From an optimization exercise on the open Yosys and OpenROAD flow, aimed at small area, a short achievable clock period and few clock cycles per item; shortcuts taken in it are not production practice.
Only simulation tests tie the RTL to the original design; equivalence was not proved.
Power figures rest on the tool's default switching activity, not on a simulated workload.

**flow/design.v**
```verilog
module dmem_responder #(
    parameter int unsigned DEPTH   = 64,
    parameter int unsigned ADDR_W  = 32,
    parameter int unsigned LATENCY = 2
) (
    input  logic              clk,
    input  logic              rst,
    input  logic              req_valid,
    output logic              req_ready,
    input  logic              req_we,
    input  logic [ADDR_W-1:0] req_addr,
    input  logic [2:0]        req_funct3,
    input  logic [31:0]       req_wdata,
    output logic              rsp_valid,
    input  logic              rsp_ready,
    output logic [31:0]       rsp_rdata,
    output logic              rsp_err,
    output logic              busy
);
    localparam int unsigned IDX_W = $clog2(DEPTH);
    logic [31:0] mem [DEPTH];
    logic unused_c;
    assign unused_c = ^{req_addr[ADDR_W-1:IDX_W+2]};
    logic [IDX_W-1:0] idx;
    logic [1:0]       off;
    logic [2:0]       f3;
    assign idx = req_addr[IDX_W+1:2];
    assign off = req_addr[1:0];
    assign f3  = req_funct3;
    logic err;
    assign err = (f3[1:0] == 2'b11) || (f3 == 3'b110) || (req_we && f3[2]) ||
                 (f3[1:0] == 2'b01 && off[0]) || (f3[1:0] == 2'b10 && off != 2'b00);
    logic acc;
    assign acc = req_valid && req_ready;
    logic [3:0]  st_be;
    logic [31:0] st_wd;
    always_comb begin
        case (f3[1:0])
            2'b00: begin
                st_be = 4'b0001 << off;
                st_wd = {4{req_wdata[7:0]}};
            end
            2'b01: begin
                st_be = off[1] ? 4'b1100 : 4'b0011;
                st_wd = {2{req_wdata[15:0]}};
            end
            default: begin
                st_be = 4'b1111;
                st_wd = req_wdata;
            end
        endcase
    end
    logic do_st;
    assign do_st = acc && req_we && !err && rst;    
    always_ff @(posedge clk) begin
        for (int w = 0; w < DEPTH; w++) begin
            for (int b = 0; b < 4; b++) begin
                if (do_st && idx == IDX_W'(w) && st_be[b]) mem[w][8*b +: 8] <= st_wd[8*b +: 8];
            end
        end
    end
    logic [31:0] rd_c  [2];
    always_comb begin
        rd_c[0] = mem[{1'b0, idx[IDX_W-2:0]}];
        rd_c[1] = mem[{1'b1, idx[IDX_W-2:0]}];
    end
    logic       ld;
    logic [1:0] hs;                                  
    logic [3:0] lane0;
    logic [1:0] lane1;
    logic [3:0] sgl;
    logic [7:0] n_b0, n_sg;
    logic [3:0] n_b1;
    logic [1:0] n_wd;
    logic       n_x1, n_x2;
    always_comb begin
        ld    = !req_we && !err;
        hs    = idx[5] ? 2'b10 : 2'b01;
        lane0 = 4'd0;
        lane1 = 2'd0;
        sgl   = 4'd0;
        n_x1  = 1'b0;
        n_x2  = 1'b0;
        case (f3[1:0])
            2'b00: begin                             
                lane0 = 4'b0001 << off;
                if (!f3[2]) begin
                    sgl  = 4'b0001 << off;
                    n_x1 = 1'b1;
                    n_x2 = 1'b1;
                end
            end
            2'b01: begin                             
                lane0 = off[1] ? 4'b0100 : 4'b0001;
                lane1 = off[1] ? 2'b10 : 2'b01;
                if (!f3[2]) begin
                    sgl  = off[1] ? 4'b1000 : 4'b0010;
                    n_x2 = 1'b1;
                end
            end
            default: begin                           
                lane0 = 4'b0001;
                lane1 = 2'b01;
            end
        endcase
        if (!ld) begin
            lane0 = 4'd0;
            lane1 = 2'd0;
            sgl   = 4'd0;
        end
        for (int c = 0; c < 2; c++) begin
            n_b0[4*c +: 4] = hs[c] ? lane0 : 4'd0;
            n_b1[2*c +: 2] = hs[c] ? lane1 : 2'd0;
            n_sg[4*c +: 4] = hs[c] ? sgl : 4'd0;
            n_wd[c]        = hs[c] && ld && f3[1:0] == 2'b10;
        end
    end
    logic        s1_v, s1_err;
    logic [31:0] s1_c [2];
    logic [7:0]  s1_b0, s1_sg;
    logic [3:0]  s1_b1;
    logic [1:0]  s1_wd;
    logic        s1_x1, s1_x2;
    always_ff @(posedge clk) begin
        s1_c[0] <= rd_c[0];
        s1_c[1] <= rd_c[1];
        s1_err  <= err;
        s1_b0   <= n_b0;
        s1_b1   <= n_b1;
        s1_sg   <= n_sg;
        s1_wd   <= n_wd;
        s1_x1   <= n_x1 && ld;
        s1_x2   <= n_x2 && ld;
    end
    logic        sign;
    logic [31:0] ext;
    always_comb begin
        sign = 1'b0;
        ext  = 32'd0;
        for (int c = 0; c < 2; c++) begin
            for (int l = 0; l < 4; l++) begin
                sign      = sign | (s1_sg[4*c+l] & s1_c[c][8*l+7]);
                ext[7:0]  = ext[7:0] | (s1_c[c][8*l +: 8] & {8{s1_b0[4*c+l]}});
            end
            ext[15:8]  = ext[15:8] | (s1_c[c][15:8] & {8{s1_b1[2*c]}})
                                   | (s1_c[c][31:24] & {8{s1_b1[2*c+1]}});
            ext[31:16] = ext[31:16] | (s1_c[c][31:16] & {16{s1_wd[c]}});
        end
        ext[15:8]  = ext[15:8]  | {8{sign & s1_x1}};
        ext[31:16] = ext[31:16] | {16{sign & s1_x2}};
    end
    logic        v0, v1, v2;
    logic [31:0] q1_data, q2_data;
    logic        q1_err, q2_err;
    logic        take;
    assign take = v0 && rsp_ready;
    logic [1:0] k, k_next;
    always_comb begin
        k      = 2'(v0) + 2'(v1) + 2'(v2);
        k_next = k - 2'(take) + 2'(s1_v);
    end
    always_ff @(posedge clk) begin
        if (!rst) begin
            s1_v      <= 1'b0;
            v0        <= 1'b0;
            v1        <= 1'b0;
            v2        <= 1'b0;
            req_ready <= 1'b0;
            busy      <= 1'b0;
        end else begin
            s1_v      <= acc;
            v0        <= k_next >= 2'd1;
            v1        <= k_next >= 2'd2;
            v2        <= k_next == 2'd3;
            req_ready <= (3'(k_next) + 3'(acc)) <= 3'd2;
            busy      <= (k_next != 2'd0) || acc;
        end
    end
    assign rsp_valid = v0;
    always_ff @(posedge clk) begin
        if (!v0 || take) begin
            rsp_rdata <= v1 ? q1_data : ext;
            rsp_err   <= v1 ? q1_err  : s1_err;
        end
        if (take) begin
            q1_data <= v2 ? q2_data : ext;
            q1_err  <= v2 ? q2_err  : s1_err;
        end else if (!v1) begin
            q1_data <= ext;
            q1_err  <= s1_err;
        end
        if (!v2 || take) begin
            q2_data <= ext;
            q2_err  <= s1_err;
        end
    end
endmodule
```
**flow/run.sh**
```bash
#!/bin/bash
# synth_recipe.tcl (not shown) runs the flow's synth.tcl, then flattens the netlist and writes it again
# the make line also repeats each setting of config.mk as NAME=value (left out here)
make -C /OpenROAD-flow-scripts/flow DESIGN_CONFIG=/design/flow/config.mk WORK_HOME=/design/flow/orfs CLKGATE_MAP_FILE= SYNTH_SCRIPT=/design/flow/synth_recipe.tcl finish
```
**flow/config.mk**
```make
export PLATFORM = sky130hd
export DESIGN_NAME = dmem_responder
export DESIGN_NICKNAME = dmem_responder
export VERILOG_FILES = /design/flow/design.v
export SDC_FILE = /design/flow/constraint.sdc
export NUM_CORES = 4
export LEC_CHECK = 0
export CAP_MARGIN = 20
export CORE_MARGIN = 2
export CORE_UTILIZATION = 65
export CTS_CLUSTER_DIAMETER = 70
export CTS_CLUSTER_SIZE = 26
export SETUP_SLACK_MARGIN = 2.8
export SLEW_MARGIN = 20
```
**flow/constraint.sdc**
```tcl
create_clock -name core_clock -period 5.0 [get_ports {clk}]
set_input_delay 1.0000 -clock core_clock [delete_from_list [all_inputs] [get_ports {clk}]]
set_output_delay 1.0000 -clock core_clock [all_outputs]
set_load 0.01 [all_outputs]
```
==> metrics.md, run 1 <==
| Metric | Value |
|---|---|
| Status | no timing/DRC/antenna violations |
| Sequential area share after synthesis | 76.1% |
| DRT iter0 DRCs | 12500 |
| Num Clock Sinks | 2242 |
| Hold buffers post-CTS | 0 |
| Routed Antenna Nets | 0 |
| Setup TNS | 0 ns |
| Io pins | ~110 |
| Post-route setup slack | 2.42 ns |
| Routed vias/inst | a little under 8 |
| Crit Reg-Reg Startpoint | req_ready |
| Pre-CTS WS | between 0.7 and 0.8 ns |
| First-pass GRT wire length | about 430000 um |
| Reg2reg end | mem[34][25] |
| Initial Util | between 60% and 70% |
| Post-synth EDFFs | 2114 |
| WP data arrival | about 3.3 ns |
| Synth warn | 4 |
| Syn Inst Count | ~5500 |
| Global route overflow | 0 |
| Pre-Repair DR Iteration Count | 10 |
| Syn Nets | between 5000 and 6000 |
| Skew final | 0.0636 ns |
| Critical path type | input pin to flip-flop |
| Worst slew margin | 32.0% |
| Drt wl/cell | roughly 41 um |
| Clock Pin Slew Worst Setup and Hold Paths | approximately 0.11 ns |
| Placed Area | ~0.093 sq mm |
| Port Buffers | between 80 and 90 |
| Cell Rows | approximately 130 |
| TritonCTS clock tree | done |
| Layout cells sized above 1 | around 31% |
| Main synth FF type | edfxtp_1 |
| Overall routing resource usage | a little under half |
| Max-cap viol count | 0 |
| Number of synthesized register bits | 2242 |
| Synth cell types | 80 |
| Critical path launch point type | input pin |
| Hold Path Depth | 2 |
| RSZ-0062 raised after global routing | yes |
| Filler cells | approximately 6200 |
| DIE AREA | 0.137 sq mm |
| Reg2Reg Depth | 8 |
| Pin count of the biggest net entering global routing | 79 |
| Crit Path Max Fanout | 21 |
| R2R setup slack | about 2.7 ns |
| Final worst path period share | 51.6% |
| Root buf cell | clkbuf_16 |
| H-tree levels | 3 |
| Final WL | around 330000 um |
| Utilization after layout | approximately 80% |
| Worst Hold Path EP | q1_data[30] |
| Die Span X | approximately 370 um |
| Placer congestion estimate | just over 0.9 |
| Initial antenna violation count | between 40 and 50 |
| CTS Buffer Depth | 3 |
| Final setup violation count | 0 |
| Hold_sp | q2_data[30] |
| Commonest non-fill, non-tap cell in the layout | edfxtp_1 |
| Layout net count | approximately 6300 |
| Endpoints failing hold | 0 |
| CTS Buf Count | 119 |
| Max IR drop VDD | 0.000472 V |
| Tightest Pin Transition | 1.02 ns |
| Area of the core | 0.133 sq mm |
| Synth Cell Area | 0.0868 sq mm |
| DP HPWL | ~170000 um |
| Fmax | approximately 0.39 GHz |
| Finished Cell Area | roughly 0.11 sq mm |
| DRC errors left | 0 |
| Syn Area/Cell | between 15 and 20 sq um |
| Clock Latency Late Sink | around 0.84 ns |
| CP endpoint kind | flip-flop |
| Pwr/cell area | between 300 and 400 mW/mm^2 |
| Chip height | ~370 um |
| Vias after detailed routing | between 60000 and 70000 |
| Yosys top cell area share | approximately three quarters |
| Area growth syn-to-layout | 26.1% |
| Hold crit path type | flip-flop to flip-flop |
| Leak | ~36 nW |
| Commonest non-fill, non-tap cells in the layout | edfxtp_1 (2114), nand3_1 (615), buf_4 (346) |
| Synth area leaders | edfxtp_1 (73%), nand3_1 (3.7%), mux2_2 (3.0%) |
| Slew Viols, Final | 0 |
| Data required time of the critical path | 5.69 ns |
| Post-synth ARST share | 0% |
| Leading area contributor after synthesis | edfxtp_1 |
| Via count of the first global-routing pass | between 50000 and 60000 |
| Fin crit period | 2.58 ns |
[metal layers]
metal  track usage [%]  share of wire, %
met1              58.1                30
met2              64.2                41
met3              16.0                17
met4              32.9                11
met5              1.03              0.32
[repair_timing]
action,in CTS,in global routing
gates resized for setup,550,253
pin swaps,275,269
buffers inserted,421,136
setup endpoints to repair,3227,1863
gates cloned,70,30
[registers in the layout, indices dropped and copies added (netlist names), 2 cells and up]
| signal | cells |
|---|---|
| mem | 2048 |
| q1_data | 32 |
| q2_data | 32 |
| rsp_rdata | 32 |
| s1_b0 | 8 |
| s1_b1 | 4 |
| s1_c | 64 |
| s1_sg | 8 |
| s1_wd | 2 |
[worst max-delay path, stage by stage]
cell	delay, ns
buf_16	0.23
and3b_1	0.83
buf_4	0.30
a32oi_1	0.11
nand3_1	0.24
a2111oi_4	0.06
a31oi_2	0.48
[power breakdown]
group	internal [W]	leakage, nW	switching [W]	total (W)
logic	0.000909	14.1	0.00202	0.00293
clock network	0.00504	1.97	0.00655	0.0116
registers	0.0207	20.3	0.000263	0.0210
total	0.0267	36.3	0.00884	0.0355
[cell usage after synthesis (12+ instances only)]
| master | number |
|---|---|
| buf_1 | 38 |
| a2111oi_0 | 15 |
| and3_1 | 94 |
| nor4_1 | 133 |
| nand3b_1 | 17 |
| mux2_2 | 233 |
| nand3_1 | 637 |
| a22o_1 | 150 |
| dfxtp_1 | 128 |
| a21oi_1 | 16 |
| mux2i_1 | 64 |
| a31oi_1 | 65 |
| edfxtp_1 | 2114 |
| o21ai_0 | 109 |
| a221oi_1 | 48 |
| clkbuf_1 | 252 |
| nor3_1 | 88 |
| o2111ai_1 | 49 |
| mux2_1 | 21 |
| nand2_1 | 73 |
| a221o_1 | 19 |
| buf_2 | 114 |
| a211oi_1 | 12 |
| inv_1 | 56 |
| a22oi_1 | 219 |
| nor2_1 | 324 |
| nor3b_1 | 56 |
| nand4_1 | 155 |
| a32o_1 | 59 |
| buf_4 | 18 |
[cell type report]
cell class	count	area, sq um	area share, %
Antenna cell	30	75.1	0.0686
Clock buffer	137	3110	2.84
Clock inverter	85	960	0.876
Inverter	60	238	0.217
Multi-Input combinational cell	2835	24000	21.9
Sequential cell	2242	66100	60.3
Tap cell	1768	2210	2.02
Timing Repair Buffer	917	12800	11.7
[worst max path at each step]
stage	startpoint	slack [ns]	to	cells after the start
after floorplan	rsp_ready	2.15	req_ready	9
after global placement	req_addr[2]	0.77	s1_c[0][5]	8
after detailed placement	req_addr[2]	0.75	s1_c[0][5]	8
after CTS	rsp_rdata[5]	2.62	rsp_rdata[5]	1
after global routing	req_addr[5]	2.42	s1_c[0][6]	9
final	req_addr[4]	2.42	s1_c[0][5]	7
[metrics by stage]
step / hold WS (ns) / total power, W / std cells
2_1_floorplan: 0.426 / 0.0223 / 5540
3_3_place_gp: 0.449 / 0.0234 / 7164
3_5_place_dp: 0.455 / 0.0234 / 7165
4_1_cts: 0.478 / 0.0348 / 7878
5_1_grt: 0.485 / 0.0359 / 8051
6_report: 0.477 / 0.0355 / 8074
[cells by family after synthesis]
| kind of cell | Yosys count | share of synthesized area [%] |
|---|---|---|
| adders and majority gates | 5 | 0.0807 |
| DFF | 2242 | 76.1 |
| xor gates and xnor gates | 2 | 0.0202 |
| buffers and inverters | 489 | 2.42 |
| AOI/OAI and AO/OA | 830 | 7.36 |
| muxes | 320 | 4.07 |
| and+or+nand+nor | 1652 | 9.99 |
Testbench counts, summed over its fixed seeds: cycles 4,816, items 4,800.
==> inputs of run 2 (changes only) <==
--- a/flow/config.mk
+++ b/flow/config.mk
@@ -11,4 +11,4 @@
 export CTS_CLUSTER_DIAMETER = 70
 export CTS_CLUSTER_SIZE = 26
-export SETUP_SLACK_MARGIN = 2.8
+export SETUP_SLACK_MARGIN = 2.6
 export SLEW_MARGIN = 20
==> run 2 against run 1 <==
Net effect:
- die area stayed put
- clock skew decreased by 0.033 ns
- area after synthesis unchanged
- sequential cell count is the same
- combinational power fell by about 20%
- fmax rose by 2.5%
- power is 1.1% higher
- global-route usage shrank 4.0 points
- sequential share of layout area rose by 3.6 points
- critical path depth rose by 1
- critical path type unchanged
- critical endpoint is now s1_c[1][8]
==> metrics.md, run 2 <==
| Metric | Value |
|---|---|
| Overall routing resource usage | 41.3% |
| Syn Nets | about 5600 |
| WP data arrival | approximately 3.2 ns |
| Routed vias/inst | ~7.3 |
| Count leader, synth | edfxtp_1 |
| Reg2reg end | q1_data[8] |
| Tightest Pin Transition | around 1.1 ns |
| Final worst path period share | between 50% and 60% |
| Vias after detailed routing | around 57000 |
| Drt wl/cell | ~37 um |
| Critical path type | input pin to flip-flop |
| Syn Area/Cell | ~16 sq um |
| First-pass GRT wire length | 392000 um |
| CP endpoint kind | flip-flop |
| DP HPWL | between 150000 and 200000 um |
| Layout net count | 5935 |
| Setup TNS | 0 ns |
| Fmax | about 0.40 GHz |
| H-tree levels | 4 |
| Fin crit period | between 2 and 3 ns |
| Pwr/cell area | 348 mW/mm^2 |
| CTS Buffer Depth | 3 |
| Synth warn | 4 |
| Main synth FF type | edfxtp_1 |
| Hold Slack | 0.483 ns |
| Syn Inst Count | about 5500 |
| Skew final | 0.0311 ns |
| Yosys top cell area share | about 73% |
| TritonCTS clock tree | done |
| Post-synth ARST share | 0% |
| Routed Antenna Nets | 0 |
| Area growth syn-to-layout | 19.0% |
| Initial Util | 65.3% |
| DRC errors left | 0 |
| Commonest non-fill, non-tap cell in the layout | edfxtp_1 |
| Leading area contributor after synthesis | edfxtp_1 |
| Placer congestion estimate | approximately 0.97 |
| Data required time of the critical path | about 5.7 ns |
| Largest regs | mem (2048), s1_c (64) |
| Num Clock Sinks | ~2200 |
| Area of the core | about 0.13 sq mm |
| Clock Latency Late Sink | around 0.8 ns |
| Global route overflow | 0 |
| CTS Buf Count | roughly 130 |
| Biggest register | mem |
| RSZ-0062 raised after global routing | yes |
| Worst slew margin | 27.6% |
| Chip height | roughly 370 um |
| Leak | between 30 and 40 nW |
| Crit path to | s1_c[1][8] |
| Crit Reg-Reg Startpoint | s1_c[0][7] |
| Crit Path Max Fanout | 34 |
| Final setup violation count | 0 |
| Max-cap viol count | 0 |
| Pin count of the biggest net entering global routing | 70 |
| Root buf cell | clkbuf_16 |
| Hold crit path type | flip-flop to flip-flop |
| R2R setup slack | 2.57 ns |
| Critical path launch point type | input pin |
| Reg2Reg Depth | 5 |
| Most instantiated cells after synthesis | edfxtp_1 (2114), nand3_1 (637), nor2_1 (324), clkbuf_1 (252), mux2_2 (233) |
| Layout cells sized above 1 | about a quarter |
| Sequential area share after synthesis | around 76% |
| Port Buffers | 83 |
| DIE AREA | 0.137 sq mm |
| Synth area leaders | edfxtp_1 (73%), nand3_1 (3.7%), mux2_2 (3.0%) |
| Max reg flops | about 2000 |
| Synth cell types | 80 |
| Die Span X | 369 um |
| Status | no timing/DRC/antenna violations |
| Endpoints failing hold | 0 |
| Initial antenna violation count | 17 |
| Pre-Repair DR Iteration Count | 9 |
| DRT iter0 DRCs | 9217 |
| Io pins | approximately 110 |
| Final WL | between 200000 and 300000 um |
| Utilization after layout | between 70% and 80% |
| Post-synth EDFFs | approximately 2100 |
| CP startpoint | req_addr[6] |
| Synth Cell Area | 0.0868 sq mm |
| Clock Pin Slew Worst Setup and Hold Paths | 0.08 ns |
| Number of synthesized register bits | roughly 2200 |
| Slew Viols, Final | 0 |
| Max IR drop VDD | ~0.00040 V |
| Cell Rows | roughly 130 |
| Commonest non-fill, non-tap cells in the layout | edfxtp_1 (2114), nand3_1 (620), buf_4 (280) |
| Via count of the first global-routing pass | around 53000 |
## run 2: cell counts after synthesis
No cell type changed its count.
## run 2: worst min-delay path by stage
stage	start	to	slack (ns)	cells after the start
after floorplan	s1_err	q2_err	0.43	0
after global placement	q2_data[30]	q1_data[30]	0.45	2
after detailed placement	q2_data[30]	q1_data[30]	0.46	2
after CTS	q2_data[30]	q1_data[30]	0.48	2
after global routing	mem[32][29]	s1_c[1][29]	0.51	1
final	q2_data[30]	q1_data[30]	0.48	2
## run 2: final cells by class
type	count	area [sq um]
antenna	8	20.0
clock buffer	151	3630
clock inverter	86	1110
fill	7477	29600
inverter	60	231
multi-input combinational	2825	22800
sequential	2242	66000
tap	1768	2210
timing repair buffer	596	7290
## run 2: worst max-delay path, stage by stage
cell and delay, ns:
buf_12 0.25, and4b_4 0.40, buf_12 0.25, a22oi_1 0.32
nand4_1 0.26, nor4_1 0.31, buf_4 0.18, a31oi_1 0.14
## run 2: repair_timing
action	CTS	global route
cloned	32	7
gates resized for setup	347	83
hold endpoints to repair	0	0
setup endpoints to repair	3158	1355
setup buffers	234	52
hold buffers	0	0
pin swaps	135	46
## run 2: routing by layer
layer / up-vias / routed length, um / GRT usage (%)
li1: 22900 / - / -
met1: 28300 / 96600 / 55.7
met4: 20 / 21100 / 26.0
met2: 4587 / 126000 / 60.6
met3: 879 / 40800 / 10.8
met5: - / 133 / 0
## run 2: through the flow
| stage | std cells | worst slack [ns] | power, W | area [sq um] |
|---|---|---|---|---|
| after floorplan | 5540 | 2.15 | 0.0223 | 90900 |
| after global placement | 7166 | 0.905 | 0.0234 | 93000 |
| after detailed placement | 7166 | 0.875 | 0.0234 | 93000 |
| after CTS | 7669 | 2.54 | 0.0357 | 102000 |
| after global routing | 7728 | 2.49 | 0.0366 | 103000 |
| final | 7736 | 2.48 | 0.0359 | 103000 |
## run 2: kinds of logic after synthesis
kind of cell / synth area share [%]
AOI/OAI and AO/OA: 7.36
buffers and inverters: 2.42
muxes: 4.07
adders and majority gates: 0.0807
xor gates and xnor gates: 0.0202
DFF: 76.1
and+or+nand+nor: 9.99
## run 2: where the power goes
part           internal, W  switching [W]  total [W]
registers           0.0207       0.000277     0.0210
clock network      0.00604        0.00655     0.0126
logic             0.000644        0.00169    0.00233
total               0.0274        0.00851     0.0359
==> inputs of run 3 (changes only) <==
--- a/flow/design.v
+++ b/flow/design.v
@@ -60,21 +60,37 @@
         end
     end
-    logic [31:0] rd_c  [2];
-    always_comb begin
-        rd_c[0] = mem[{1'b0, idx[IDX_W-2:0]}];
-        rd_c[1] = mem[{1'b1, idx[IDX_W-2:0]}];
+    localparam int unsigned NC = 4;
+    logic [31:0] rd_l1 [DEPTH/4];
+    logic [31:0] rd_c  [NC];
+    always_comb begin
+        for (int g = 0; g < DEPTH/4; g++) begin
+            case (idx[1:0])
+                2'd0:    rd_l1[g] = mem[4*g];
+                2'd1:    rd_l1[g] = mem[4*g+1];
+                2'd2:    rd_l1[g] = mem[4*g+2];
+                default: rd_l1[g] = mem[4*g+3];
+            endcase
+        end
+        for (int c = 0; c < NC; c++) begin
+            case (idx[3:2])
+                2'd0:    rd_c[c] = rd_l1[4*c];
+                2'd1:    rd_c[c] = rd_l1[4*c+1];
+                2'd2:    rd_c[c] = rd_l1[4*c+2];
+                default: rd_c[c] = rd_l1[4*c+3];
+            endcase
+        end
     end
     logic       ld;
-    logic [1:0] hs;                                  
+    logic [NC-1:0] hs;                               
     logic [3:0] lane0;
     logic [1:0] lane1;
     logic [3:0] sgl;
-    logic [7:0] n_b0, n_sg;
-    logic [3:0] n_b1;
-    logic [1:0] n_wd;
+    logic [4*NC-1:0] n_b0, n_sg;
+    logic [2*NC-1:0] n_b1;
+    logic [NC-1:0]   n_wd;
     logic       n_x1, n_x2;
     always_comb begin
         ld    = !req_we && !err;
-        hs    = idx[5] ? 2'b10 : 2'b01;
+        hs    = NC'(1) << idx[5:4];
         lane0 = 4'd0;
         lane1 = 2'd0;
@@ -109,5 +125,5 @@
             sgl   = 4'd0;
         end
-        for (int c = 0; c < 2; c++) begin
+        for (int c = 0; c < NC; c++) begin
             n_b0[4*c +: 4] = hs[c] ? lane0 : 4'd0;
             n_b1[2*c +: 2] = hs[c] ? lane1 : 2'd0;
@@ -117,12 +133,11 @@
     end
     logic        s1_v, s1_err;
-    logic [31:0] s1_c [2];
-    logic [7:0]  s1_b0, s1_sg;
-    logic [3:0]  s1_b1;
-    logic [1:0]  s1_wd;
+    logic [31:0]     s1_c [NC];
+    logic [4*NC-1:0] s1_b0, s1_sg;
+    logic [2*NC-1:0] s1_b1;
+    logic [NC-1:0]   s1_wd;
     logic        s1_x1, s1_x2;
     always_ff @(posedge clk) begin
-        s1_c[0] <= rd_c[0];
-        s1_c[1] <= rd_c[1];
+        for (int c = 0; c < NC; c++) s1_c[c] <= rd_c[c];
         s1_err  <= err;
         s1_b0   <= n_b0;
@@ -138,5 +153,5 @@
         sign = 1'b0;
         ext  = 32'd0;
-        for (int c = 0; c < 2; c++) begin
+        for (int c = 0; c < NC; c++) begin
             for (int l = 0; l < 4; l++) begin
                 sign      = sign | (s1_sg[4*c+l] & s1_c[c][8*l+7]);
--- a/flow/config.mk
+++ b/flow/config.mk
@@ -6,9 +6,9 @@
 export NUM_CORES = 4
 export LEC_CHECK = 0
-export CAP_MARGIN = 20
+export CAP_MARGIN = 10
 export CORE_MARGIN = 2
 export CORE_UTILIZATION = 65
-export CTS_CLUSTER_DIAMETER = 70
-export CTS_CLUSTER_SIZE = 26
+export CTS_CLUSTER_DIAMETER = 80
+export CTS_CLUSTER_SIZE = 30
 export SETUP_SLACK_MARGIN = 2.6
-export SLEW_MARGIN = 20
+export SLEW_MARGIN = 10
==> run 3 against run 2 <==
Net effect:
- sequential cell count increased by 86
- highest routed layer unchanged
- clock skew grew 0.0097 ns
- die area is 1.9% higher
- non-clock buffer count fell by 116
- combinational power down 7%
- sequential share of layout area grew 3.7 points
- clock power down 19%
- largest cell class unchanged
- via count shrank 18%
==> metrics.md, run 3 <==
| Metric | Value |
|---|---|
| Routed Antenna Nets | 0 |
| Max IR drop VDD | 0.000450 V |
| Max-cap viol count | 0 |
| Tightest Pin Transition | around 1.2 ns |
| Final setup violation count | 0 |
| Critical path launch point type | input pin |
| Routed vias/inst | between 7 and 8 |
| Clock Latency Late Sink | around 0.77 ns |
| Worst slew margin | approximately a fifth |
| Crit-path cells | clkdlybuf4s15_2 > buf_12 > nor2b_1 > o21bai_4 > buf_4 > buf_4 > nand3_4 > nor2_1 > buf_4 |
| Io pins | 108 |
| Leading area contributor after synthesis | edfxtp_1 |
| Count leader, synth | edfxtp_1 |
| Placed Cells | 6197 |
| CTS Buffer Depth | 3 |
| WP buf/inv | 5 |
| Fin crit period | 2.51 ns |
| H-tree levels | 3 |
| TritonCTS clock tree | done |
| Syn Inst Count | between 4000 and 5000 |
| Crit Path Max Fanout | 16 |
| Endpoints failing hold | 0 |
| Synth cell types | 58 |
| Main synth FF type | edfxtp_1 |
| RSZ-0062 raised after global routing | yes |
| Largest regs | mem (2048), s1_c (128) |
| Hold crit path type | flip-flop to flip-flop |
| Seq pwr share | a little under two thirds |
| Comb power frac | around 6.4% |
| Clock Pin Slew Worst Setup and Hold Paths | 0.10 ns |
| Overall routing resource usage | approximately 34% |
| Synth warn | 5 |
| Fmax | around 0.40 GHz |
| Port Buffers | 83 |
| Largest delay share family, worst path | buffers and inverters |
| Area growth syn-to-layout | 13.2% |
| Layout cells sized above 1 | between 30% and 40% |
| DIE AREA | between 0.1 and 0.15 sq mm |
| Final worst path period share | about half |
| Final WL | approximately 240000 um |
| Syn Area/Cell | roughly 20 sq um |
| Layout net count | between 4000 and 5000 |
| Post-synth ARST share | 0% |
| Status | no timing/DRC/antenna violations |
| Synth Cell Area | a little under 0.09 sq mm |
| Reg2Reg Depth | 4 |
| Vias after detailed routing | about 46000 |
| CTS Buf Count | a little under 100 |
| Commonest non-fill, non-tap cells in the layout | edfxtp_1 (2114), mux4_2 (512), buf_4 (234) |
| Biggest register | mem |
| Internal Power | around 0.026 W |
| Initial Util | 65.4% |
| DRT iter0 DRCs | 7178 |
| Chip height | 373 um |
| Cell Rows | roughly 140 |
| Crit-path max cell delay | 0.30 ns |
| Yosys top cell area share | between 70% and 80% |
| First-pass GRT wire length | roughly 330000 um |
| Skew final | 0.0407 ns |
| Pwr/cell area | 339 mW/mm^2 |
| Critical path type | input pin to flip-flop |
| Part of the power in the clock network | 29.9% |
| P_sw | between 0.007 and 0.008 W |
| DP HPWL | approximately 140000 um |
| Sequential area share after synthesis | between 70 and 80% |
| Max reg flops | roughly 2000 |
| Commonest non-fill, non-tap cell in the layout | edfxtp_1 |
| Drt wl/cell | 35.9 um |
| CP endpoint kind | flip-flop |
| Most used cell along the critical path | buf_4 |
| Final Non-Filler Cells | roughly 6600 |
| Leak | 31.7 nW |
| Pre-Repair DR Iteration Count | 5 |
| Data required time of the critical path | roughly 5.4 ns |
| Placer congestion estimate | 0.947 |
| Hold Path Depth | 2 |
| WP data arrival | approximately 3.0 ns |
| Pin count of the biggest net entering global routing | 77 |
| Area of the core | approximately 0.14 sq mm |
| Post-synth EDFFs | ~2100 |
| Initial antenna violation count | 16 |
| Stages on worst setup path | 9 |
| Number of synthesized register bits | approximately 2300 |
| Setup TNS | 0 ns |
| Global route overflow | 0 |
| Die Span X | about 370 um |
| Num Clock Sinks | approximately 2300 |
| Most instantiated cells after synthesis | edfxtp_1 (2114), mux4_2 (512), nor2_1 (346), dfxtp_1 (214), clkbuf_1 (136) |
| Synth area leaders | edfxtp_1 (72%), mux4_2 (13%), dfxtp_1 (4.8%) |
| Syn Nets | roughly 4500 |
| Hold buffers post-CTS | 0 |
| Root buf cell | clkbuf_16 |
| DRC errors left | 0 |
| Via count of the first global-routing pass | about 44000 |
| CP max-delay cell | clkdlybuf4s15_2 |
| Slew Viols, Final | 0 |
| Net Sw Frac | a little under a quarter |
## run 3: cell count changes after synthesis, moves of 63 or more
cell	previous run	this run
nand3_1	637	34
nand4_1	155	19
mux4_2	0	512
nor3_1	88	25
a21oi_1	16	126
clkbuf_1	252	136
mux2_2	233	65
a22oi_1	219	76
nor4_1	133	17
a22o_1	150	59
dfxtp_1	128	214
and3_1	94	2
## run 3: layer usage
metal / track usage [%] / wire (um)
met3: 6.72 / 27600
met2: 50.0 / 107000
met5: 0 / 68
met1: 51.5 / 90900
met4: 12.2 / 10300
## run 3: layout make-up
cell class / instances / area [sq um]
Inverter: 35 / 158
Antenna cell: 6 / 15.0
Tap cell: 1781 / 2230
Clock inverter: 51 / 616
Sequential cell: 2328 / 67800
Multi-Input combinational cell: 1758 / 21400
Clock buffer: 133 / 2660
Timing Repair Buffer: 480 / 5450
Fill cell: 7674 / 35000
## run 3: power by group through the flow
stage	Clock, W	Combinational [W]	Sequential, W
final	0.0102	0.00216	0.0217
after global routing	0.0109	0.00224	0.0217
after CTS	0.0103	0.00210	0.0217
after detailed placement	0	0.00197	0.0221
after global placement	0	0.00194	0.0221
after floorplan	0	0.00115	0.0220
## run 3: tightest hold or removal path: cells and delay by family (launching register included)
family / cells / cell delay, ns
flip-flops: 1 / 0.33
AO/OA/AOI/OAI: 2 / 0.12
## run 3: repair_timing
action,in CTS,in global routing
cloned,18,5
endpoints found under the setup margin,3315,1219
buffers inserted,126,36
hold endpoints to repair,0,0
pin swaps,73,27
resized for setup,571,128
## run 3: cell families (layout without fill, tap and decap cells)
kind of cell | count (synthesis) | in the layout | synth area share (%)
mux | 643 | 643 | 14.6
other cells | 0 | 6 | 0
xor+xnor | 1 | 1 | 0.00989
buf+inv | 321 | 699 | 1.89
fa+ha+maj | 5 | 5 | 0.0791
compound gates | 563 | 564 | 4.31
simple gates | 536 | 545 | 2.57
flops | 2328 | 2328 | 76.5
## run 3: through the flow
stage	hold WS [ns]	setup WS [ns]	util [%]	power [W]	area, sq um
after floorplan	0.426	1.98	-	0.0231	89000
after global placement	0.446	0.764	68.2	0.0241	92300
after detailed placement	0.460	0.734	68.2	0.0241	92300
after CTS	0.480	2.50	73.4	0.0341	99300
after global routing	0.497	2.53	74.1	0.0348	100000
final	0.470	2.49	74.1	0.0340	100000
## run 3: final timing paths
| kind | from | to | slack (ns) |
|---|---|---|---|
| worst min-delay path | q2_data[12] | q1_data[12] | 0.47 |
| worst min register to register | q2_data[12] | q1_data[12] | 0.47 |
| worst max register to register | s1_wd[1] | rsp_rdata[17] | 2.54 |
| worst max-delay path | req_funct3[0] | mem[30][16] | 2.49 |
Testbench counts of run 3, summed over its fixed seeds: cycles 4,816, items 4,800.
==> inputs of run 4 (changes only) <==
--- a/flow/config.mk
+++ b/flow/config.mk
@@ -6,9 +6,10 @@
 export NUM_CORES = 4
 export LEC_CHECK = 0
-export CAP_MARGIN = 10
+export CAP_MARGIN = 20
 export CORE_MARGIN = 2
 export CORE_UTILIZATION = 65
 export CTS_CLUSTER_DIAMETER = 80
 export CTS_CLUSTER_SIZE = 30
+export PLACE_DENSITY = 0.75
 export SETUP_SLACK_MARGIN = 2.6
-export SLEW_MARGIN = 10
+export SLEW_MARGIN = 20
==> run 4 against run 3 <==
Net effect:
- sequential cell count stayed put
- critical path depth is 3 lower
- design area is 1.4% lower
- core utilization is 1.1 points lower
- register-to-register slack better by 0.06 ns
- count of clock-buffer cells in the layout is 1 lower
- die area stayed put
- area after synthesis stayed put
- final cell count is 0.35% lower
- sequential share of layout area is 0.98 points higher
- critical path type unchanged
- largest power group unchanged
==> metrics.md, run 4 <==
| Metric | Value |
|---|---|
| WP data arrival | about 3.2 ns |
| Sequential area share after synthesis | between 70% and 80% |
| Num Clock Sinks | about 2300 |
| Count leader, synth | edfxtp_1 |
| Setup TNS | 0 ns |
| H-tree levels | 3 |
| Most instantiated cells after synthesis | edfxtp_1 (2114), mux4_2 (512), nor2_1 (346), dfxtp_1 (214), clkbuf_1 (136) |
| Initial Util | around 65% |
| Fin crit period | roughly 2.5 ns |
| Layout cells sized above 1 | between 20 and 30% |
| TritonCTS clock tree | done |
| Finished Cell Area | about 0.099 sq mm |
| Post-synth ARST share | 0% |
| Routed Antenna Nets | 0 |
| Die Span X | roughly 370 um |
| Root buf cell | clkbuf_16 |
| Final worst path period share | between 50% and 60% |
| Skew final | between 0.04 and 0.05 ns |
| Synth cell types | 58 |
| Chip height | 373 um |
| Synth warn | 5 |
| Endpoints failing hold | 0 |
| DRC errors left | 0 |
| Area growth syn-to-layout | 11.6% |
| Tightest Pin Transition | 0.990 ns |
| Main synth FF type | edfxtp_1 |
| Clock Pin Slew Worst Setup and Hold Paths | about 0.11 ns |
| Cell Rows | between 100 and 150 |
| CTS Buffer Depth | 3 |
| Routed vias/inst | slightly above 7 |
| Biggest register | mem |
| Io pins | between 100 and 150 |
| Crit Path Max Fanout | between 100 and 150 |
| Worst slew margin | 34.0% |
| Clock Latency Late Sink | approximately 0.78 ns |
| DIE AREA | around 0.14 sq mm |
| Overall routing resource usage | between 30% and 40% |
| Crit-path max cell delay | 0.44 ns |
| DP HPWL | between 100000 and 150000 um |
| Syn Nets | approximately 4500 |
| Placed Area | ~0.093 sq mm |
| CP max-delay cell | o32ai_1 |
| CP startpoint | req_addr[3] |
| Initial antenna violation count | 14 |
| Pre-Repair DR Iteration Count | 9 |
| Hold_sp | s1_err |
| Critical path type | input pin to flip-flop |
| Via count of the first global-routing pass | around 45000 |
| Crit-path cells | buf_12 > buf_16 > a2111oi_0 > o32ai_1 > o21ai_0 > a21oi_1 |
| Largest regs | mem (2048), s1_c (128) |
| Area of the core | 0.135 sq mm |
| Slew Viols, Final | 0 |
| CTS Buf Count | 95 |
| Placer congestion estimate | between 0.9 and 1 |
| Commonest non-fill, non-tap cells in the layout | edfxtp_1 (2114), mux4_2 (512), buf_4 (281) |
| Leak | 31.4 nW |
| Critical path launch point type | input pin |
| Syn Area/Cell | 20.1 sq um |
| Layout net count | 4767 |
| Vias after detailed routing | approximately 46000 |
| RSZ-0062 raised after global routing | yes |
| Number of synthesized register bits | ~2300 |
| Largest delay share family, worst path | compound AO/OA/AOI/OAI gates |
| DRT iter0 DRCs | around 7000 |
| Pin count of the biggest net entering global routing | 134 |
| Synth area leaders | edfxtp_1 (72%), mux4_2 (13%), dfxtp_1 (4.8%) |
| Max-cap viol count | 0 |
| Status | no timing/DRC/antenna violations |
| Yosys top cell area share | 71.7% |
| First-pass GRT wire length | roughly 330000 um |
| Pwr/cell area | 342 mW/mm^2 |
| CP endpoint kind | flip-flop |
| Max reg flops | about 2000 |
| WP buf/inv | 2 |
| Syn Inst Count | 4397 |
| Final setup violation count | 0 |
| Synth Cell Area | roughly 0.09 sq mm |
| Global route overflow | 0 |
| Port Buffers | 83 |
| Crit Reg-Reg Startpoint | s1_wd[2] |
| Data required time of the critical path | between 5 and 6 ns |
| Commonest non-fill, non-tap cell in the layout | edfxtp_1 |
| Drt wl/cell | approximately 35 um |
| Final WL | between 200000 and 250000 um |
| Post-synth EDFFs | approximately 2100 |
| Fmax | slightly below 0.4 GHz |
| Hold crit path type | flip-flop to flip-flop |
| Max IR drop VDD | about 0.00032 V |
| Leading area contributor after synthesis | edfxtp_1 |
[run 4: changes by cell type in the layout (fill, tap and decap cells not counted), sizes merged, moves of 4 or more]
| cell | before | now |
|---|---|---|
| clkinv | 26 | 19 |
| buf | 426 | 430 |
| bufbuf | 6 | 2 |
| inv | 53 | 45 |
| clkbuf | 144 | 140 |
| nand2b | 14 | 10 |
[run 4: worst paths after layout]
check,end,slack (ns),cells after the start
worst max-delay path,s1_c[1][25],2.48,6
worst min-delay path,q2_err,0.48,0
worst max register to register,rsp_rdata[17],2.60,4
worst min register to register,q2_err,0.48,0
[run 4: cells by family after synthesis]
logic type / after synthesis / share of synthesized area, %
buffers and inverters: 321 / 1.89
DFF: 2328 / 76.5
muxes: 643 / 14.6
adders and majority gates: 5 / 0.0791
AOI/OAI and AO/OA: 563 / 4.31
and+or+nand+nor: 536 / 2.57
xor gates and xnor gates: 1 / 0.00989
[run 4: worst reg2reg max path: stages (launching register included)]
cell	delay [ns]
dfxtp_1	0.60
a22o_1	0.34
a221oi_1	0.63
a21boi_2	0.42
a21oi_1	0.17
[run 4: cell type report]
type / count / area (sq um)
diodes: 4 / 10.0
clock buffers: 132 / 2600
clock inverters: 39 / 528
fillers: 7506 / 36500
inverters: 35 / 149
multi-input cells: 1754 / 20700
flip-flops and latches: 2328 / 67800
well taps: 1781 / 2230
repair buffers: 476 / 4810
[run 4: metrics by stage]
step / total power (W) / instances / hold WS (ns) / worst slack, ns / util [%]
2_1_floorplan: 0.0231 / 4397 / 0.426 / 1.98 / -
3_3_place_gp: 0.0240 / 6255 / 0.444 / 0.591 / 68.5
3_5_place_dp: 0.0241 / 6255 / 0.446 / 0.611 / 68.5
4_1_cts: 0.0337 / 6526 / 0.473 / 2.56 / 72.7
5_1_grt: 0.0345 / 6545 / 0.512 / 2.44 / 73.0
6_report: 0.0338 / 6549 / 0.478 / 2.48 / 73.0
[run 4: metal layers]
layer  up-vias  track usage (%)  share of wire [%]  routed length [um]
met5         -                0              0.026                  60
met4        10             12.0                4.3                9890
met3       502             7.77                 13               29800
met2      3205             49.9                 46              106000
met1     24100             48.2                 37               83900
li1      18600                -                  -                   -
[run 4: repair_timing]
action,CTS,global route
endpoints found under the setup margin,2939,1777
gates resized for setup,478,63
buffers inserted,88,14
gates cloned,12,5
hold buffers,0,0
pin swaps,42,11
[run 4: power breakdown]
group | total, W | switching [W] | leakage, nW | internal (W)
Clock | 0.00994 | 0.00587 | 1.50 | 0.00407
Combinational | 0.00213 | 0.00138 | 8.92 | 0.000744
Sequential | 0.0217 | 0.000249 | 21.0 | 0.0214
Total | 0.0338 | 0.00751 | 31.4 | 0.0263
==> inputs of run 5 (changes only) <==
--- a/flow/config.mk
+++ b/flow/config.mk
@@ -11,5 +11,5 @@
 export CTS_CLUSTER_DIAMETER = 80
 export CTS_CLUSTER_SIZE = 30
-export PLACE_DENSITY = 0.75
+export GPL_ROUTABILITY_DRIVEN = 0
 export SETUP_SLACK_MARGIN = 2.6
 export SLEW_MARGIN = 20
==> run 5 against run 4 <==
Net effect:
- fmax is 1.0% lower
- clock skew is 0.013 ns lower
- global-route usage is 1.1 points higher
- sequential share of layout area is 1.7 points lower
- wire length is 3.6% higher
- critical path depth is 2 higher
- design area is 2.6% higher
- register-to-register slack worse by 0.04 ns
- worst setup slack worse by 0.027 ns
- largest cell class unchanged
- still clean on timing, DRC and antenna
- highest routed layer unchanged
- sequential cell count stayed put
- count of clock-buffer cells in the layout is 10 higher
==> metrics.md, run 5 <==
| Metric | Value |
|---|---|
| Status | no timing/DRC/antenna violations |
| Drt wl/cell | about 36 um |
| TritonCTS clock tree | done |
| Tightest Pin Transition | 1.07 ns |
| DRC errors left | 0 |
| Global route overflow | 0 |
| DRT iter0 DRCs | 7259 |
| Hold crit path type | flip-flop to flip-flop |
| Initial antenna violation count | 14 |
| Reg2reg end | rsp_rdata[16] |
| Placed Area | 0.0922 sq mm |
| Skew final | 0.0339 ns |
| Worst slew margin | 28.7% |
| Data required time of the critical path | 5.65 ns |
| Clock Latency Late Sink | between 0.7 and 0.8 ns |
| Initial Util | between 60% and 70% |
| Routed Antenna Nets | 0 |
| First-pass GRT wire length | between 300000 and 400000 um |
| Overall routing resource usage | around a third |
| Slew Viols, Final | 0 |
| RSZ-0062 raised after global routing | yes |
| Largest regs | mem (2048), s1_c (128) |
| Layout cells sized above 1 | 31.9% |
| Area growth syn-to-layout | 14.5% |
| Io pins | between 100 and 150 |
| Root buf cell | clkbuf_16 |
| Endpoints failing hold | 0 |
| Hold_sp | q2_data[9] |
| Final WL | between 200000 and 250000 um |
| Biggest register | mem |
| Worst Hold Path EP | q1_data[9] |
| Sequential area share after synthesis | 76.5% |
| Internal Power | approximately 0.026 W |
| Final worst path period share | 51.0% |
| Via count of the first global-routing pass | ~45000 |
| Max reg flops | between 2000 and 2500 |
| Number of synthesized register bits | 2328 |
| Yosys top cell area share | a little under three quarters |
| Reg2Reg Depth | 4 |
| Syn Nets | around 4500 |
| Most instantiated cells after synthesis | edfxtp_1 (2114), mux4_2 (512), nor2_1 (346), dfxtp_1 (214), clkbuf_1 (136) |
| Filler cells | between 7000 and 8000 |
| DIE AREA | around 0.14 sq mm |
| Routed vias/inst | roughly 7.1 |
| Syn Area/Cell | about 20 sq um |
| Synth Cell Area | between 0.08 and 0.09 sq mm |
| Part of the power in the clock network | between 20% and 30% |
| P_sw | just under 0.008 W |
| Commonest non-fill, non-tap cell in the layout | edfxtp_1 |
| Die Span X | 373 um |
| Synth warn | 5 |
| WP data arrival | 3.20 ns |
| CP endpoint kind | flip-flop |
| Max IR drop VDD | around 0.00032 V |
| Crit Path Max Fanout | 50 |
| Synth area leaders | edfxtp_1 (72%), mux4_2 (13%), dfxtp_1 (4.8%) |
| Comb power frac | roughly 6.5% |
| Post-synth EDFFs | around 2100 |
| Pin count of the biggest net entering global routing | 120 |
| Finished Cell Area | approximately 0.1 sq mm |
| Syn Inst Count | between 4000 and 5000 |
| Register area | 0.0678 sq mm |
| H-tree levels | 3 |
| Post-synth ARST share | 0% |
| Layout net count | between 4000 and 5000 |
| Critical path type | input pin to flip-flop |
| Crit Reg-Reg Startpoint | s1_wd[0] |
| Port Buffers | 83 |
| Leading area contributor after synthesis | edfxtp_1 |
| Final setup violation count | 0 |
| Pwr/cell area | roughly 340 mW/mm^2 |
| Critical path launch point type | input pin |
| Hold Path Depth | 2 |
| DP HPWL | approximately 140000 um |
| Multi-input logic area | about 0.021 sq mm |
| Seq pwr share | between 60% and 70% |
| Clock Pin Slew Worst Setup and Hold Paths | ~0.11 ns |
| Commonest non-fill, non-tap cells in the layout | edfxtp_1 (2114), mux4_2 (512), dfxtp_1 (212), buf_4 (212), nor2_1 (180) |
| Setup TNS | 0 ns |
| Main synth FF type | edfxtp_1 |
| Hold buffers post-CTS | 0 |
| R2R setup slack | roughly 2.6 ns |
| CTS Buf Count | 98 |
| Cell Rows | roughly 140 |
| Max-cap viol count | 0 |
| Fmax | roughly 0.4 GHz |
| Chip height | 373 um |
| Leak | between 30 and 40 nW |
| Vias after detailed routing | approximately 47000 |
| Fin crit period | between 2 and 3 ns |
| Synth cell types | just under 60 |
| Count leader, synth | edfxtp_1 |
| Num Clock Sinks | between 2000 and 2500 |
| Area of the core | approximately 0.14 sq mm |
| Pre-Repair DR Iteration Count | 9 |
| CTS Buffer Depth | 3 |
| Net Sw Frac | approximately 23% |
[run 5: cell counts after synthesis]
No cell type changed its count.
[run 5: worst max-delay path, cell delays in order]
cell	delay [ns]
buf_6	0.29
buf_16	0.38
buf_12	0.30
and3b_1	0.22
a21oi_1	0.05
o32ai_1	0.24
o21ai_0	0.21
a21oi_1	0.37
[run 5: worst max path at each step]
stage	start	to	slack, ns	cells past startpoint
after CTS	rst	mem[51][22]	2.40	10
after floorplan	req_addr[2]	mem[11][24]	1.98	7
after global routing	req_addr[5]	s1_c[1][25]	2.43	8
final	req_addr[5]	s1_c[1][25]	2.45	8
after detailed placement	req_addr[5]	mem[15][11]	0.72	6
after global placement	req_addr[5]	mem[15][11]	0.68	6
[run 5: kinds of logic (layout without fill, tap and decap cells)]
| group | count (synthesis) | in the layout | synth area share, % |
|---|---|---|---|
| flip-flops | 2328 | 2328 | 76.5 |
| multiplexers | 643 | 643 | 14.6 |
| AO/OA/AOI/OAI | 563 | 564 | 4.31 |
| AND/OR/NAND/NOR | 536 | 542 | 2.57 |
| buffers and inverters | 321 | 745 | 1.89 |
| adder cells (fa/ha/maj) | 5 | 5 | 0.0791 |
| XOR/XNOR | 1 | 1 | 0.00989 |
| other | 0 | 4 | 0 |
[run 5: routing by layer]
metal  routed length (um)  up-vias  GRT usage (%)
li1                     -    18800              -
met1                90100    24700           50.5
met2               108000     3127           50.4
met3                30300      517           8.41
met4                10000        6           13.1
met5                   52        -              0
[run 5: power by group through the flow]
stage | Clock (W) | Sequential (W) | Combinational (W)
global route | 0.0109 | 0.0217 | 0.00229
finish | 0.0102 | 0.0217 | 0.00221
floorplan | 0 | 0.0220 | 0.00115
CTS | 0.0103 | 0.0217 | 0.00212
global placement | 0 | 0.0221 | 0.00195
detailed placement | 0 | 0.0221 | 0.00198
[run 5: area by class of cell]
cell class                      instances  area share (%)
Inverter                               35           0.148
Clock buffer                          142            2.69
Antenna cell                            4         0.00988
Clock inverter                         39           0.511
Timing Repair Buffer                  529            6.41
Multi-Input combinational cell       1755            21.2
Sequential cell                      2328            66.9
Tap cell                             1781            2.20
[run 5: stage by stage]
| stage | utilization, % | total power, W | setup WS [ns] | hold slack [ns] | instances |
|---|---|---|---|---|---|
| after floorplan | - | 0.0231 | 1.98 | 0.426 | 4397 |
| after global routing | 74.9 | 0.0349 | 2.43 | 0.502 | 6609 |
| after CTS | 74.5 | 0.0341 | 2.40 | 0.491 | 6584 |
| after detailed placement | 68.2 | 0.0241 | 0.721 | 0.462 | 6189 |
| final | 74.9 | 0.0341 | 2.45 | 0.489 | 6613 |
| after global placement | 68.2 | 0.0241 | 0.684 | 0.447 | 6189 |
[run 5: timing repair]
action | CTS | global route
resized for setup | 702 | 72
gates cloned | 23 | 6
setup endpoints to repair | 3366 | 2664
pin swaps | 126 | 9
buffers inserted | 191 | 18
==> inputs of run 6 (changes only) <==
--- a/flow/config.mk
+++ b/flow/config.mk
@@ -8,8 +8,8 @@
 export CAP_MARGIN = 20
 export CORE_MARGIN = 2
-export CORE_UTILIZATION = 65
+export CORE_UTILIZATION = 70
 export CTS_CLUSTER_DIAMETER = 80
 export CTS_CLUSTER_SIZE = 30
-export GPL_ROUTABILITY_DRIVEN = 0
+export PLACE_DENSITY = 0.8
 export SETUP_SLACK_MARGIN = 2.6
 export SLEW_MARGIN = 20
==> run 6 against run 5 <==
Net effect:
- core utilization grew 3.7 points
- via count grew 1.2%
- global-route usage grew 3.0 points
- worst setup slack gained 0.017 ns
- register-to-register slack lost 0.09 ns
- critical endpoint is now rsp_rdata[25]
==> metrics.md, run 6 <==
| Metric | Value |
|---|---|
| Net Sw Frac | approximately 22% |
| Synth warn | 5 |
| Synth cell types | 58 |
| Post-synth EDFFs | approximately 2100 |
| Hold buffers post-CTS | 0 |
| CP endpoint kind | flip-flop |
| Routed vias/inst | between 7 and 8 |
| Vias after detailed routing | 47600 |
| WP buf/inv | 0 |
| Fin crit period | approximately 2.5 ns |
| Layout net count | 4796 |
| Seq pwr share | about two thirds |
| Overall routing resource usage | approximately 37% |
| Hold crit path type | flip-flop to flip-flop |
| Root buf cell | clkbuf_16 |
| Area growth syn-to-layout | 11.4% |
| Clock Pin Slew Worst Setup and Hold Paths | roughly 0.11 ns |
| Sequential area share after synthesis | about 77% |
| DP HPWL | between 100000 and 150000 um |
| RSZ-0062 raised after global routing | yes |
| Crit-path cells | a22o_1 > a221oi_1 > a21boi_1 > a21oi_1 |
| WL met2 | 111000 um |
| Final worst path period share | 50.7% |
| Leading area contributor after synthesis | edfxtp_1 |
| Placed Cells | about 6200 |
| CTS Buffer Depth | 3 |
| Crit Path Max Fanout | 16 |
| CP max-delay cell | dfxtp_1 |
| Yosys top cell area share | about 72% |
| Initial Util | between 70 and 80% |
| Pwr/cell area | roughly 340 mW/mm^2 |
| Port Buffers | just over 80 |
| Data required time of the critical path | approximately 5.5 ns |
| Most instantiated cells after synthesis | edfxtp_1 (2114), mux4_2 (512), nor2_1 (346), dfxtp_1 (214), clkbuf_1 (136) |
| Largest delay share family, worst path | compound AO/OA/AOI/OAI gates |
| Max-cap viol count | 0 |
| Clock Latency Late Sink | 0.74 ns |
| Met1 WL | approximately 80000 um |
| Global route overflow | 0 |
| Status | no timing/DRC/antenna violations |
| Setup TNS | 0 ns |
| Syn Nets | approximately 4500 |
| Num Clock Sinks | approximately 2300 |
| Finished Cell Area | around 0.099 sq mm |
| Io pins | 108 |
| CTS Buf Count | 92 |
| Syn Inst Count | ~4400 |
| Final setup violation count | 0 |
| Die Span X | 360 um |
| WP data arrival | 2.99 ns |
| Area of the core | about 0.13 sq mm |
| First-pass GRT wire length | roughly 340000 um |
| Placer congestion estimate | around 1 |
| Via count of the first global-routing pass | roughly 47000 |
| Largest regs | mem (2048), s1_c (128) |
| Top layer reached by signal wires | met5 |
| Max reg flops | around 2000 |
| Count leader, synth | edfxtp_1 |
| Final WL | between 200000 and 250000 um |
| Routed Antenna Nets | 0 |
| Part of the power in the clock network | roughly 28% |
| Cell Rows | 130 |
| Hold Slack | 0.488 ns |
| DRT iter0 DRCs | roughly 8500 |
| Synth Cell Area | between 0.08 and 0.09 sq mm |
| Biggest register | mem |
| Utilization after layout | 78.6% |
| Pre-Repair DR Iteration Count | 6 |
| Syn Area/Cell | 20.1 sq um |
| Worst slew margin | between 30% and 40% |
| Critical path launch point type | flip-flop |
| Chip height | approximately 360 um |
| DRC errors left | 0 |
| Drt wl/cell | 37.2 um |
| Internal Power | approximately 0.026 W |
| Commonest non-fill, non-tap cell in the layout | edfxtp_1 |
| Skew final | approximately 0.029 ns |
| Crit-path max cell delay | 0.64 ns |
| Commonest non-fill, non-tap cells in the layout | edfxtp_1 (2114), mux4_2 (512), buf_4 (287) |
| DIE AREA | about 0.13 sq mm |
| H-tree levels | 3 |
| Number of synthesized register bits | between 2000 and 2500 |
| Main synth FF type | edfxtp_1 |
| P_sw | roughly 0.0075 W |
| Layout cells sized above 1 | 28.6% |
| Slew Viols, Final | 0 |
| Leak | about 32 nW |
| Synth area leaders | edfxtp_1 (72%), mux4_2 (13%), dfxtp_1 (4.8%) |
| Pin count of the biggest net entering global routing | between 100 and 150 |
| Initial antenna violation count | 24 |
| Post-synth ARST share | 0% |
| Endpoints failing hold | 0 |
| Max IR drop VDD | about 0.0003 V |
| Met3 wire len | 34400 um |
| Tightest Pin Transition | between 0.9 and 1 ns |
| Final Non-Filler Cells | around 6400 |
| Critical path type | flip-flop to flip-flop |
| Fmax | 0.395 GHz |
| Comb power frac | under 10% |
| Placed Area | between 0.09 and 0.1 sq mm |
| TritonCTS clock tree | done |
-- run 6: cell families (layout without fill, tap and decap cells) --
logic type / after synthesis / after routing / share of synthesized area [%]
other cells: 0 / 6 / 0
mux: 643 / 643 / 14.6
simple gates: 536 / 545 / 2.57
buf+inv: 321 / 701 / 1.89
compound gates: 563 / 568 / 4.31
flops: 2328 / 2328 / 76.5
xor+xnor: 1 / 1 / 0.00989
fa+ha+maj: 5 / 5 / 0.0791
-- run 6: layout make-up --
type | instances | area (sq um)
tap | 1650 | 2060
multi-input combinational | 1762 | 20700
sequential | 2328 | 67800
timing repair buffer | 500 | 5150
inverter | 35 | 140
fill | 6020 | 26900
antenna | 6 | 15.0
clock buffer | 142 | 2540
clock inverter | 24 | 288
-- run 6: metrics by stage --
step                      power [W]  setup WS (ns)
after global routing         0.0340           2.56
final                        0.0334           2.47
after floorplan              0.0231           1.98
after global placement       0.0240          0.946
after CTS                    0.0332           2.56
after detailed placement     0.0241          0.900
-- run 6: final timing paths --
kind	depth (start not counted)	slack (ns)	to	start
min reg2reg	2	0.49	q1_data[16]	q2_data[16]
max reg2reg	4	2.47	rsp_rdata[25]	s1_wd[2]
max	4	2.47	rsp_rdata[25]	s1_wd[2]
min	2	0.49	q1_data[16]	q2_data[16]
-- run 6: power groups by stage --
stage | combinational (W) | clock (W) | sequential, W
2_1_floorplan | 0.00115 | 0 | 0.0220
3_3_place_gp | 0.00191 | 0 | 0.0221
3_5_place_dp | 0.00197 | 0 | 0.0221
4_1_cts | 0.00210 | 0.00946 | 0.0217
5_1_grt | 0.00226 | 0.0101 | 0.0217
6_report | 0.00221 | 0.00949 | 0.0217
-- run 6: routing by layer --
layer,global-route usage (%),vias up
met3,10.1,746
li1,-,18700
met1,51.6,24300
met2,56.4,3875
met5,0,-
met4,17.7,16
-- run 6: worst register-to-register path, cell delays in order (launching register included) --
cell      delay (ns)
dfxtp_1         0.64
a22o_1          0.35
a221oi_1        0.61
a21boi_1        0.51
a21oi_1         0.16
-- run 6: timing repair --
| action | 4_1_cts | 5_1_grt |
|---|---|---|
| cloned | 21 | 6 |
| endpoints found under the hold margin | 0 | 0 |
| setup buffers | 78 | 10 |
| gates resized for setup | 391 | 79 |
| pin swaps | 35 | 9 |
| endpoints found under the setup margin | 3296 | 2327 |
==> inputs of run 7 (changes only) <==
--- a/flow/config.mk
+++ b/flow/config.mk
@@ -8,8 +8,7 @@
 export CAP_MARGIN = 20
 export CORE_MARGIN = 2
-export CORE_UTILIZATION = 70
+export CORE_UTILIZATION = 65
 export CTS_CLUSTER_DIAMETER = 80
 export CTS_CLUSTER_SIZE = 30
-export PLACE_DENSITY = 0.8
-export SETUP_SLACK_MARGIN = 2.6
+export SETUP_SLACK_MARGIN = 2.7
 export SLEW_MARGIN = 20
==> run 7 against run 6 <==
Net effect:
- sequential power about the same
- worst hold slack worse by 0.016 ns
- fmax up 4.2%
- power up 2.1%
- sequential cell count unchanged
- die area up 7.6%
- combinational power about the same
- register-to-register slack better by 0.23 ns
- count of clock-buffer cells in the layout down 9
- area after synthesis unchanged
- worst setup slack better by 0.10 ns
- highest routed layer unchanged
==> metrics.md, run 7 <==
| Metric | Value |
|---|---|
| Clock Pin Slew Worst Setup and Hold Paths | ~0.11 ns |
| DIE AREA | around 0.14 sq mm |
| Most instantiated cells after synthesis | edfxtp_1 (2114), mux4_2 (512), nor2_1 (346), dfxtp_1 (214), clkbuf_1 (136) |
| Leak | 32.0 nW |
| Hold Path Depth | 2 |
| Initial Util | between 60 and 70% |
| Largest regs | mem (2048), s1_c (128) |
| Hold buffers post-CTS | 0 |
| Post-synth EDFFs | about 2100 |
| Post-synth ARST share | 0% |
| Cell Rows | around 140 |
| Pre-Repair DR Iteration Count | 6 |
| Synth cell types | 58 |
| Endpoints failing hold | 0 |
| CP startpoint | req_addr[3] |
| Hold crit path type | flip-flop to flip-flop |
| R2R setup slack | ~2.7 ns |
| Finished Cell Area | roughly 0.10 sq mm |
| Crit Path Max Fanout | 31 |
| Placed Cells | 6197 |
| Via count of the first global-routing pass | roughly 45000 |
| First-pass GRT wire length | approximately 340000 um |
| Vias after detailed routing | 46800 |
| Critical path type | input pin to flip-flop |
| Io pins | ~110 |
| Max reg flops | 2048 |
| Yosys top cell area share | a little under three quarters |
| Drt wl/cell | approximately 36 um |
| Syn Nets | about 4500 |
| Area growth syn-to-layout | 14.0% |
| Reg2reg end | rsp_rdata[26] |
| DRT iter0 DRCs | roughly 7300 |
| Fin crit period | roughly 2.4 ns |
| Num Clock Sinks | between 2000 and 2500 |
| Synth area leaders | edfxtp_1 (72%), mux4_2 (13%), dfxtp_1 (4.8%) |
| Global route overflow | 0 |
| Root buf cell | clkbuf_16 |
| Main synth FF type | edfxtp_1 |
| Final Non-Filler Cells | about 6600 |
| Critical path launch point type | input pin |
| Fmax | around 0.41 GHz |
| Biggest register | mem |
| WP data arrival | between 3 and 4 ns |
| Max-cap viol count | 0 |
| Chip height | ~370 um |
| TritonCTS clock tree | done |
| Commonest non-fill, non-tap cell in the layout | edfxtp_1 |
| Routed vias/inst | between 7 and 8 |
| Sequential area share after synthesis | between 70% and 80% |
| Crit Reg-Reg Startpoint | s1_wd[3] |
| Worst slew margin | just under 40% |
| Port Buffers | 83 |
| Syn Area/Cell | 20.1 sq um |
| Status | no timing/DRC/antenna violations |
| DP HPWL | around 140000 um |
| Leading area contributor after synthesis | edfxtp_1 |
| Syn Inst Count | around 4400 |
| DRC errors left | 0 |
| Pin count of the biggest net entering global routing | 65 |
| Area of the core | roughly 0.14 sq mm |
| Die Span X | around 370 um |
| Synth warn | 5 |
| Crit path to | s1_c[0][5] |
| Reg2Reg Depth | 4 |
| Synth Cell Area | approximately 0.09 sq mm |
| Commonest non-fill, non-tap cells in the layout | edfxtp_1 (2114), mux4_2 (512), buf_4 (233) |
| Skew final | between 0.03 and 0.04 ns |
| RSZ-0062 raised after global routing | yes |
| Clock Latency Late Sink | 0.77 ns |
| Final worst path period share | between 40% and 50% |
| Data required time of the critical path | 5.61 ns |
| Routed Antenna Nets | 0 |
| Final setup violation count | 0 |
| Max IR drop VDD | ~0.00045 V |
| CP endpoint kind | flip-flop |
| Overall routing resource usage | 34.5% |
| Slew Viols, Final | 0 |
| H-tree levels | 3 |
| Placer congestion estimate | ~0.95 |
| Layout cells sized above 1 | between 30% and 40% |
| Count leader, synth | edfxtp_1 |
| Setup TNS | 0 ns |
| CTS Buf Count | slightly below 100 |
| Final WL | ~240000 um |
| Tightest Pin Transition | between 0.9 and 1 ns |
| Placed Area | just over 0.09 sq mm |
| Initial antenna violation count | 15 |
| Layout net count | 4807 |
| Pwr/cell area | 338 mW/mm^2 |
| CTS Buffer Depth | 3 |
| Number of synthesized register bits | about 2300 |
run 7: cell count changes in the layout (fill, tap and decap cells not counted), sizes merged, moves of 5 or more:
cell	before	now
inv	47	53
clkdlybuf4s15	20	1
clkinv	11	27
buf	425	468
dlygate4sd2	5	0
clkbuf	161	139
run 7: kinds of logic (layout without fill, tap and decap cells):
group / after synthesis / count (layout) / share of synthesized area, %
compound gates: 563 / 564 / 4.31
xor+xnor: 1 / 1 / 0.00989
fa+ha+maj: 5 / 5 / 0.0791
buf+inv: 321 / 728 / 1.89
flops: 2328 / 2328 / 76.5
mux: 643 / 643 / 14.6
other cells: 0 / 3 / 0
simple gates: 536 / 544 / 2.57
run 7: routing by layer:
layer	wire [um]	share of wire, %	global-route usage (%)
met1	90600	38	52.2
met2	109000	46	51.3
met3	28900	12	7.14
met4	9870	4.1	11.9
met5	49	0.021	0
run 7: repair_timing:
item                                     CTS  global route
endpoints found under the setup margin  3385          1411
gates resized for setup                  688           102
buffers inserted                         151            33
pin swaps                                 92            24
gates cloned                              27             2
run 7: per-stage QoR:
stage          util, %  hold slack, ns  power, W  worst slack (ns)
4_1_cts           74.0           0.477    0.0341              2.65
3_5_place_dp      68.2           0.460    0.0241             0.734
5_1_grt           74.6           0.497    0.0349              2.64
2_1_floorplan        -           0.426    0.0231              1.98
6_report          74.6           0.472    0.0341              2.57
3_3_place_gp      68.2           0.446    0.0241             0.764
run 7: layout make-up:
class                      instances  area [sq um]
inverter                          35           156
fill                            7558         34300
sequential                      2328         67800
tap                             1781          2230
timing repair buffer             509          6020
clock buffer                     133          2660
multi-input combinational       1757         21500
antenna                            3          7.51
clock inverter                    51           616
run 7: worst min-delay path by stage:
stage / to / from / slack, ns
global placement: q1_data[13] / q2_data[13] / 0.45
detailed placement: q1_data[10] / q2_data[10] / 0.46
finish: q1_data[12] / q2_data[12] / 0.47
CTS: v0 / rst / 0.48
global route: q1_data[27] / q2_data[27] / 0.50
floorplan: q2_err / s1_err / 0.43
run 7: report_power, final:
| group | switching (W) | leakage [nW] | internal (W) | total, W |
|---|---|---|---|---|
| Combinational | 0.00142 | 9.46 | 0.000773 | 0.00220 |
| Clock | 0.00605 | 1.58 | 0.00413 | 0.0102 |
| Sequential | 0.000259 | 21.0 | 0.0214 | 0.0217 |
run 7: critical path: stages:
cell and delay, ns:
buf_16 0.18, inv_2 0.16, buf_6 0.28, nand2_2 0.25
buf_4 0.30, o21ai_0 0.20, a21oi_1 0.09, a211oi_1 0.48

[re-timing with driven ports]
The flow's constraints put no driver on any port. The routed layouts listed below were extracted and timed again, unchanged, in two steps.
Step 1 assumes that a clkbuf_16 drives the clock port and a buf_2 every other input.
Step 2 also shifts input and output timing later by t, the mid clock arrival at the registers, as if the neighbouring blocks saw the same clock.
Three values: ideal, step 1, step 2; two values: the first two.
run	t (ns)	slack for setup (ns)	worst setup path at the end	pins driven straight from the clock port
run 1	0.889	2.418 / 2.103 / 1.214	input to register	1
run 2	0.885	2.480 / 2.358 / 1.473	input to register	1
run 3	0.833	2.490 / 2.377 / 1.544	input to register	1
run 4	0.836	2.476 / 2.414 / 1.578	input to register	1
run 5	0.845	2.449 / 2.454 / 1.610	input to register	1
run 6	0.812	2.467 / 2.460 / 1.648	input to register	1
run 7	0.832	2.568 / 2.516 / 1.684	input to register	1
After both steps setup and hold are still met in every run listed. For run 1, which loses most, drivers alone change the setup slack by -0.315 ns; drivers and shift together by -1.204 ns.
